This is an optimization exercise on Yosys and OpenROAD, whose aim is small area, a short achievable clock period and few clock cycles, not a production implementation.
At most, simulation tests tie the RTL to the original design; equivalence was not proved.
Power is estimated from default activity; no workload was simulated.

==> flow/design.v (excerpt) <==
module text_command_line_parser_top #(
    parameter int MAX_LINE_CHARS = 63
) (
    input  logic        clk,
    input  logic        rst_n,
    input  logic        rx_valid,
    output logic        rx_ready,
    input  logic [7:0]  rx_byte,
    output logic        cmd_valid,
    input  logic        cmd_ready,
    output logic [1:0]  cmd_kind,
    output logic [31:0] pitch_centideg,
    output logic [31:0] turn_rate_hz
);
    localparam int ADD_ARCH = 0;    
    logic       bv;
    logic [7:0] b;
    logic       rdy;
    logic [3:0] st;
    logic [3:0] st_n;
    logic       ended;
    logic       ended_n;
    logic [5:0] cnt;
    logic [5:0] cnt_n;
    logic [31:0] acc;
    logic        neg;
    logic        neg_n;
    logic        ovf;
    logic [1:0]  frac;
    logic [1:0]  frac_n;
    logic [1:0]  scl;
    logic [1:0]  scl_n;
    logic        nstep;
    logic        nstep_n;
    logic        post;        
    logic        negsel;      
    logic        negsel_b;    
    logic        selS;        
    logic        selT;        
    logic        selS_h;      
    logic        selT_h;
    logic       vld;
    logic       vld_n;
    logic [1:0] okind;
    logic stall;
    logic fire;
    logic is_lf;
  ...
Size in the first run: about 810 cells after synthesis, roughly 70 flip-flops, ~0.0062 mm² of cells after synthesis.
clock: 12.0 ns
lec_check: 0
cap_margin: 20
core_margin: 2
core_utilization: 60
setup_slack_margin: 5
slew_margin: 20
run.sh (not shown) runs the stock make flow with config.mk's settings and CLKGATE_MAP_FILE= SYNTH_SCRIPT=/design/flow/synth_recipe.tcl, a recipe that flattens the netlist after the stock synthesis.
The starting point passed the timing, DRC and antenna checks.
Testbench counts at the start, summed over its fixed seeds: cycles 40,726.
Change:
==> flow/flow/run.sh (new file) <==
#!/bin/bash
# Standard ORFS layout (same SDC and clock period). Ports get buf_1 buffers, and
# timing repair aims for setup slack 8.5 ns at the design's period.
set -euo pipefail
bash standard.sh "BUFFER_PORTS_ARGS=-buffer_cell sky130_fd_sc_hd__buf_1" SETUP_SLACK_MARGIN=8.5 CORE_UTILIZATION=60 finish > standard_flow.log 2>&1
==> flow/standard.sh (new file) <==
#!/bin/bash
# synth_recipe.tcl (not shown) runs the flow's synth.tcl, then flattens the netlist and writes it again
# the make line also repeats each setting of config.mk as NAME=value (left out here)
make -C /OpenROAD-flow-scripts/flow DESIGN_CONFIG=/design/flow/config.mk WORK_HOME=/design/flow/orfs CLKGATE_MAP_FILE= SYNTH_SCRIPT=/design/flow/synth_recipe.tcl "${@:-finish}"
- CORE_UTILIZATION: 60 -> 40
- SETUP_SLACK_MARGIN: 5 -> default
removed: flow/run.sh
Outcome:
- The new run completed with no timing, DRC or antenna violations
- cell count grows by 2.2%
- clock power grows by 10%
- synthesized cell count is unchanged
- count of clock-buffer cells in the layout stays the same
- combinational power hardly moves
- power grows by about 1.7%
- global-route usage shrinks by 0.28 points
- die area is unchanged
Change:
==> flow/flow/run.sh (replaced) <==
#!/bin/bash
# Standard ORFS layout (same SDC and clock period). Ports get buf_2 buffers, and
# timing repair aims for setup slack 8.5 ns at the design's period.
set -euo pipefail
bash standard.sh "BUFFER_PORTS_ARGS=-buffer_cell sky130_fd_sc_hd__buf_2" SETUP_SLACK_MARGIN=8.5 CORE_UTILIZATION=55 finish > standard_flow.log 2>&1
What happened:
- cell area goes down by a few percent
- fmax is higher by a few percent
- routed wire length is lower by a few percent
- sequential share of layout area is higher by 0.58 points
- critical path depth decreases by 1
- synthesized cell count is unchanged
- total power decreases slightly
- worst hold slack is about the same
Change:
==> flow/flow/run.sh (replaced) <==
#!/bin/bash
# Standard ORFS layout (same SDC and clock period). Ports get buf_2 buffers, and
# timing repair aims for setup slack 8.5 ns at the design's period.
set -euo pipefail
bash standard.sh "BUFFER_PORTS_ARGS=-buffer_cell sky130_fd_sc_hd__buf_2" SETUP_SLACK_MARGIN=8.5 finish > standard_flow.log 2>&1
- ABC_AREA: default -> 1
- CORE_UTILIZATION: 40 -> 60
Result: Combinational power went up by 59%. Wire length drops by 4.4%. Synthesized cell count went up by 29%. Hold slack improved by 0.032 ns. Worst setup slack got worse by 0.090 ns. Via count is higher by 8.2%. Total power went up by 24%. Sequential cell count stays the same.

* * *

Starting RTL as in the previous note.
clock: 12.0 ns
lec_check: 0
cap_margin: 20
core_margin: 2
core_utilization: 40
slew_margin: 20
standard.sh (not shown) runs the stock make flow with config.mk's settings and CLKGATE_MAP_FILE= SYNTH_SCRIPT=/design/flow/synth_recipe.tcl, a recipe that flattens the netlist after the stock synthesis.
==> flow/flow/run.sh <==
#!/bin/bash
# Standard ORFS layout (same SDC and clock period). Ports get buf_2 buffers, and
# timing repair aims for setup slack 8.7 ns at the design's period.
set -euo pipefail
bash standard.sh "BUFFER_PORTS_ARGS=-buffer_cell sky130_fd_sc_hd__buf_2" SETUP_SLACK_MARGIN=8.7 CORE_UTILIZATION=60 finish > standard_flow.log 2>&1
Testbench counts at the start, summed over its fixed seeds: cycles 40,726.
Change:
==> flow/flow/run.sh (replaced) <==
#!/bin/bash
# Standard ORFS layout (same SDC and clock period). Ports get buf_2 buffers, and
# timing repair aims for setup slack 8.5 ns at the design's period.
set -euo pipefail
bash standard.sh "BUFFER_PORTS_ARGS=-buffer_cell sky130_fd_sc_hd__buf_2" SETUP_SLACK_MARGIN=8.5 CORE_UTILIZATION=60 finish > standard_flow.log 2>&1
Outcome: The new run ran to the end with no violations; design area is lower by 5.0%; via count is lower by 3.0%; wire length is lower by 3.6%; worst hold slack loses 0.061 ns.
Change:
==> flow/flow/run.sh (replaced) <==
#!/bin/bash
# Standard ORFS layout (same SDC and clock period). Ports get buf_2 buffers, and
# timing repair aims for setup slack 8.5 ns at the design's period.
set -euo pipefail
bash standard.sh "BUFFER_PORTS_ARGS=-buffer_cell sky130_fd_sc_hd__buf_2" SETUP_SLACK_MARGIN=8.5 CORE_UTILIZATION=60 "CTS_ARGS=-sink_clustering_enable -repair_clock_nets -dont_use_dummy_load -sink_clustering_size 40 -sink_clustering_max_diameter 300 -sink_clustering_levels 1" finish > standard_flow.log 2>&1
Outcome: Core utilization drops by 0.76 points; cell area shrinks by 1.1%; maximum frequency climbs by about 0.5%; worst hold slack gets worse by 0.0045 ns.

* * *

== green ==
text_command_line_parser_top, a different RTL version from the one above (not shown whole).
Size in the first run: about 790 cells after synthesis, roughly 67 flip-flops, roughly 80 I/O pins, about 0.0062 mm2 of cells after synthesis.
export LEC_CHECK = 0
export CAP_MARGIN = 20
export CORE_MARGIN = 2
export CORE_UTILIZATION = 40
export SLEW_MARGIN = 20
create_clock -name core_clock -period 12.0 [get_ports {clk}]
==> flow/flow/run.sh <==
#!/bin/bash
# Standard ORFS layout (same SDC and clock period). Ports get buf_2 buffers, and
# timing repair aims for setup slack 7.5 ns at the design's period.
set -euo pipefail
bash standard.sh "BUFFER_PORTS_ARGS=-buffer_cell sky130_fd_sc_hd__buf_2" SETUP_SLACK_MARGIN=7.5 "CTS_BUF_LIST=sky130_fd_sc_hd__clkbuf_4 sky130_fd_sc_hd__clkbuf_8" finish > standard_flow.log 2>&1
green | status: complete | timing, DRC, antenna: pass
Testbench counts of green, summed over its fixed seeds: cycles 40,726.
> inputs changed (green -> blue)
==> flow/flow/run.sh <==
#!/bin/bash
# Standard ORFS layout (same SDC and clock period). Ports get buf_2 buffers, and
# timing repair aims for setup slack 8.0 ns at the design's period.
set -euo pipefail
bash standard.sh "BUFFER_PORTS_ARGS=-buffer_cell sky130_fd_sc_hd__buf_2" SETUP_SLACK_MARGIN=8.0 "CTS_BUF_LIST=sky130_fd_sc_hd__clkbuf_4 sky130_fd_sc_hd__clkbuf_8" finish > standard_flow.log 2>&1
--- outcome ---
- green → blue: routed wire length went up, number of max-cap violations did not really move, total global routing track utilization went up, area growth from synthesis to layout went up, clock edge transition at the registers on the reported setup and hold paths went up.
- From green to blue the numbers moved as follows: multi-input combinational cell count essentially unchanged; hold slack essentially unchanged; fraction of power consumed by combinational cells shows no meaningful change.

* * *

text_command_line_parser_top, a different RTL version from the one above (not shown whole).
Size in the first run: ~790 cells after synthesis, roughly 67 flip-flops, about 80 I/O pins, about 6300 sq um of cells after synthesis.
Settings: LEC_CHECK=0, CAP_MARGIN=20, CORE_MARGIN=2, CORE_UTILIZATION=40, SLEW_MARGIN=20; clock period 12.0 ns.
==> flow/flow/run.sh <==
#!/bin/bash
# Standard ORFS layout (same SDC and clock period). Ports get buf_2 buffers, and
# timing repair aims for setup slack 8.5 ns at the design's period.
set -euo pipefail
bash standard.sh "BUFFER_PORTS_ARGS=-buffer_cell sky130_fd_sc_hd__buf_2" SETUP_SLACK_MARGIN=8.5 CTS_CLUSTER_SIZE=100 CTS_CLUSTER_DIAMETER=500 finish > standard_flow.log 2>&1
The baseline passed the timing, DRC and antenna checks.
Edit:
==> flow/flow/run.sh (replaced) <==
#!/bin/bash
# Standard ORFS layout (same SDC and clock period). Ports get buf_2 buffers, and
# timing repair aims for setup slack 8.5 ns at the design's period.
set -euo pipefail
bash standard.sh "BUFFER_PORTS_ARGS=-buffer_cell sky130_fd_sc_hd__buf_2" SETUP_SLACK_MARGIN=8.5 CORE_UTILIZATION=60 finish > standard_flow.log 2>&1
What happened: Synthesized area stays the same. Cell area decreases by 3.8%. Worst setup slack loses 26 ps. Register-to-register slack loses 90 ps.
No functional check of the RTL was part of any run of this note.

* * *

job 7358:
text_command_line_parser_top, a different RTL version from the one above (not shown whole).
Size in the first run: roughly 800 cells after synthesis, ~6100 um2 of cells after synthesis.
## text_command_line_parser_top
module text_command_line_parser_top #(
    parameter int MAX_LINE_CHARS = 63
) (
    input  logic        clk,
    input  logic        rst_n,
    input  logic        rx_valid,
    output logic        rx_ready,
    input  logic [7:0]  rx_byte,
    output logic        cmd_valid,
    input  logic        cmd_ready,
    output logic [1:0]  cmd_kind,
    output logic [31:0] pitch_centideg,
    output logic [31:0] turn_rate_hz
);
export LEC_CHECK = 0
export CAP_MARGIN = 20
export CORE_MARGIN = 2
export CORE_UTILIZATION = 40
export SLEW_MARGIN = 20
create_clock -name core_clock -period 12.0 [get_ports {clk}]
==> flow/flow/run.sh <==
#!/bin/bash
# Standard ORFS layout (same SDC and clock period). Ports get buf_2 buffers, and
# timing repair aims for setup slack 8.5 ns at the design's period.
set -euo pipefail
bash standard.sh "BUFFER_PORTS_ARGS=-buffer_cell sky130_fd_sc_hd__buf_2" SETUP_SLACK_MARGIN=8.5 CORE_UTILIZATION=60 PLACE_DENSITY=0.8 "CTS_ARGS=-sink_clustering_enable -repair_clock_nets -dont_use_dummy_load -sink_clustering_size 40 -sink_clustering_max_diameter 300 -sink_clustering_levels 1" finish > standard_flow.log 2>&1
Job 7358 ended with every stage complete and zero timing, DRC or antenna violations.
Testbench counts of job 7358, summed over its fixed seeds: cycles 40,726.
### job 7358 -> job 3983
==> flow/flow/run.sh <==
#!/bin/bash
# Standard ORFS layout (same SDC and clock period). Ports get buf_2 buffers, and
# timing repair aims for setup slack 8.5 ns at the design's period.
set -euo pipefail
bash standard.sh "BUFFER_PORTS_ARGS=-buffer_cell sky130_fd_sc_hd__buf_2" SETUP_SLACK_MARGIN=8.5 CORE_UTILIZATION=60 "CTS_ARGS=-sink_clustering_enable -repair_clock_nets -dont_use_dummy_load -sink_clustering_size 40 -sink_clustering_max_diameter 300 -sink_clustering_levels 1" finish > standard_flow.log 2>&1
## What came out
- Job 3983 reached the end of the flow, and the finished layout is clean on the timing, DRC and antenna checks.
- Job 3983 vs job 7358 on worst-path maximum fanout: job 3983 is the higher one.
- Between job 3983 and job 7358, the global routing usage summed across all routing layers is higher for job 3983.
- For synthesized cell count, job 3983 and job 7358 come out practically identical.
- Taking job 7358 as the reference, in job 3983 area of all placed cells without fillers went down about 0.5%; maximum frequency went up about 0.6%; overall power after layout held; worst setup slack went up 20 ps; first-pass detailed-route iteration total went down 2.
- Relative to job 7358, headroom to the max-slew limit increased by 0.37 points in job 3983.
- Leakage power figure across job 3983 and job 7358: no real change.
Changes in job 1041 relative to job 3983:
==> flow/flow/run.sh <==
#!/bin/bash
# Standard ORFS layout (same SDC and clock period). Ports get buf_2 buffers, and
# timing repair aims for setup slack 8.7 ns at the design's period.
set -euo pipefail
bash standard.sh "BUFFER_PORTS_ARGS=-buffer_cell sky130_fd_sc_hd__buf_2" SETUP_SLACK_MARGIN=8.7 CORE_UTILIZATION=60 "CTS_ARGS=-sink_clustering_enable -repair_clock_nets -dont_use_dummy_load -sink_clustering_size 40 -sink_clustering_max_diameter 300 -sink_clustering_levels 1" finish > standard_flow.log 2>&1
[summary]
Wire length of the first global-routing pass was higher in the run labelled job 1041.
From job 3983 to job 1041 the numbers moved as follows: data arrival time of the critical path ~0 delta; highest attainable clock frequency did not really move; portion of total power attributed to combinational logic went up.
Fraction of final layout cells with drive strength greater than 1 in job 1041 vs job 3983: up 2.9 points
In job 1041 the routed wire length turned out 5.8% higher than in job 3983.
Against job 3983, job 1041 comes in 0.24 points higher on switching power share of the total.
Looking at capture point of the worst path, the pitch_centideg[19] result is from job 1041; the turn_rate_hz[6] one comes from job 3983.

[re-timing with driven ports]
Ports are ideal in the flow. The routed layouts listed here were re-timed in OpenROAD.
Step 1 sets driving cells, clkbuf_16 on the clock port and buf_2 on the other inputs (assumed; they add their load-dependent delay and slew).
Step 2, shift: input delay + t, output delay - t, t = (earliest + latest rising clock arrival at the registers) / 2. This alone moves slack from input paths to output paths.
Three values: ideal, step 1, step 2; two values: the first two.
run | t (ns) | slack for setup (ns) | worst slew at a driven data input, ns | cell pins on the clock port's net
the first run of note 1 | 0.382 | 7.838 / 7.801 / 7.894 | 0.04 | 1
the second run of note 1 | 0.395 | 8.401 / 8.364 / 8.714 | 0.03 | 1
the third run of note 1 | 0.401 | 8.506 / 8.471 / 8.643 | 0.04 | 1
the fourth run of note 1 | 0.414 | 8.416 / 8.382 / 8.774 | 0.03 | 1
the first run of note 2 | 0.394 | 8.461 / 8.426 / 8.820 | 0.03 | 1
the second run of note 2 | 0.402 | 8.481 / 8.444 / 8.644 | 0.04 | 1
the third run of note 2 | 0.382 | 8.499 / 8.463 / 8.624 | 0.03 | 1
green | 0.402 | 7.970 / 7.934 / 8.028 | 0.04 | 1
blue | 0.402 | 8.277 / 8.277 / 8.277 | 0.04 | 1
the first run of note 4 | 0.386 | 8.450 / 8.411 / 8.677 | 0.03 | 1
the second run of note 4 | 0.401 | 8.424 / 8.391 / 8.587 | 0.03 | 1
job 7358 | 0.373 | 8.510 / 8.475 / 8.663 | 0.04 | 1
job 3983 | 0.383 | 8.529 / 8.495 / 8.641 | 0.04 | 1
job 1041 | 0.384 | 8.520 / 8.487 / 8.775 | 0.03 | 1
After both steps every run listed still meets setup and hold.
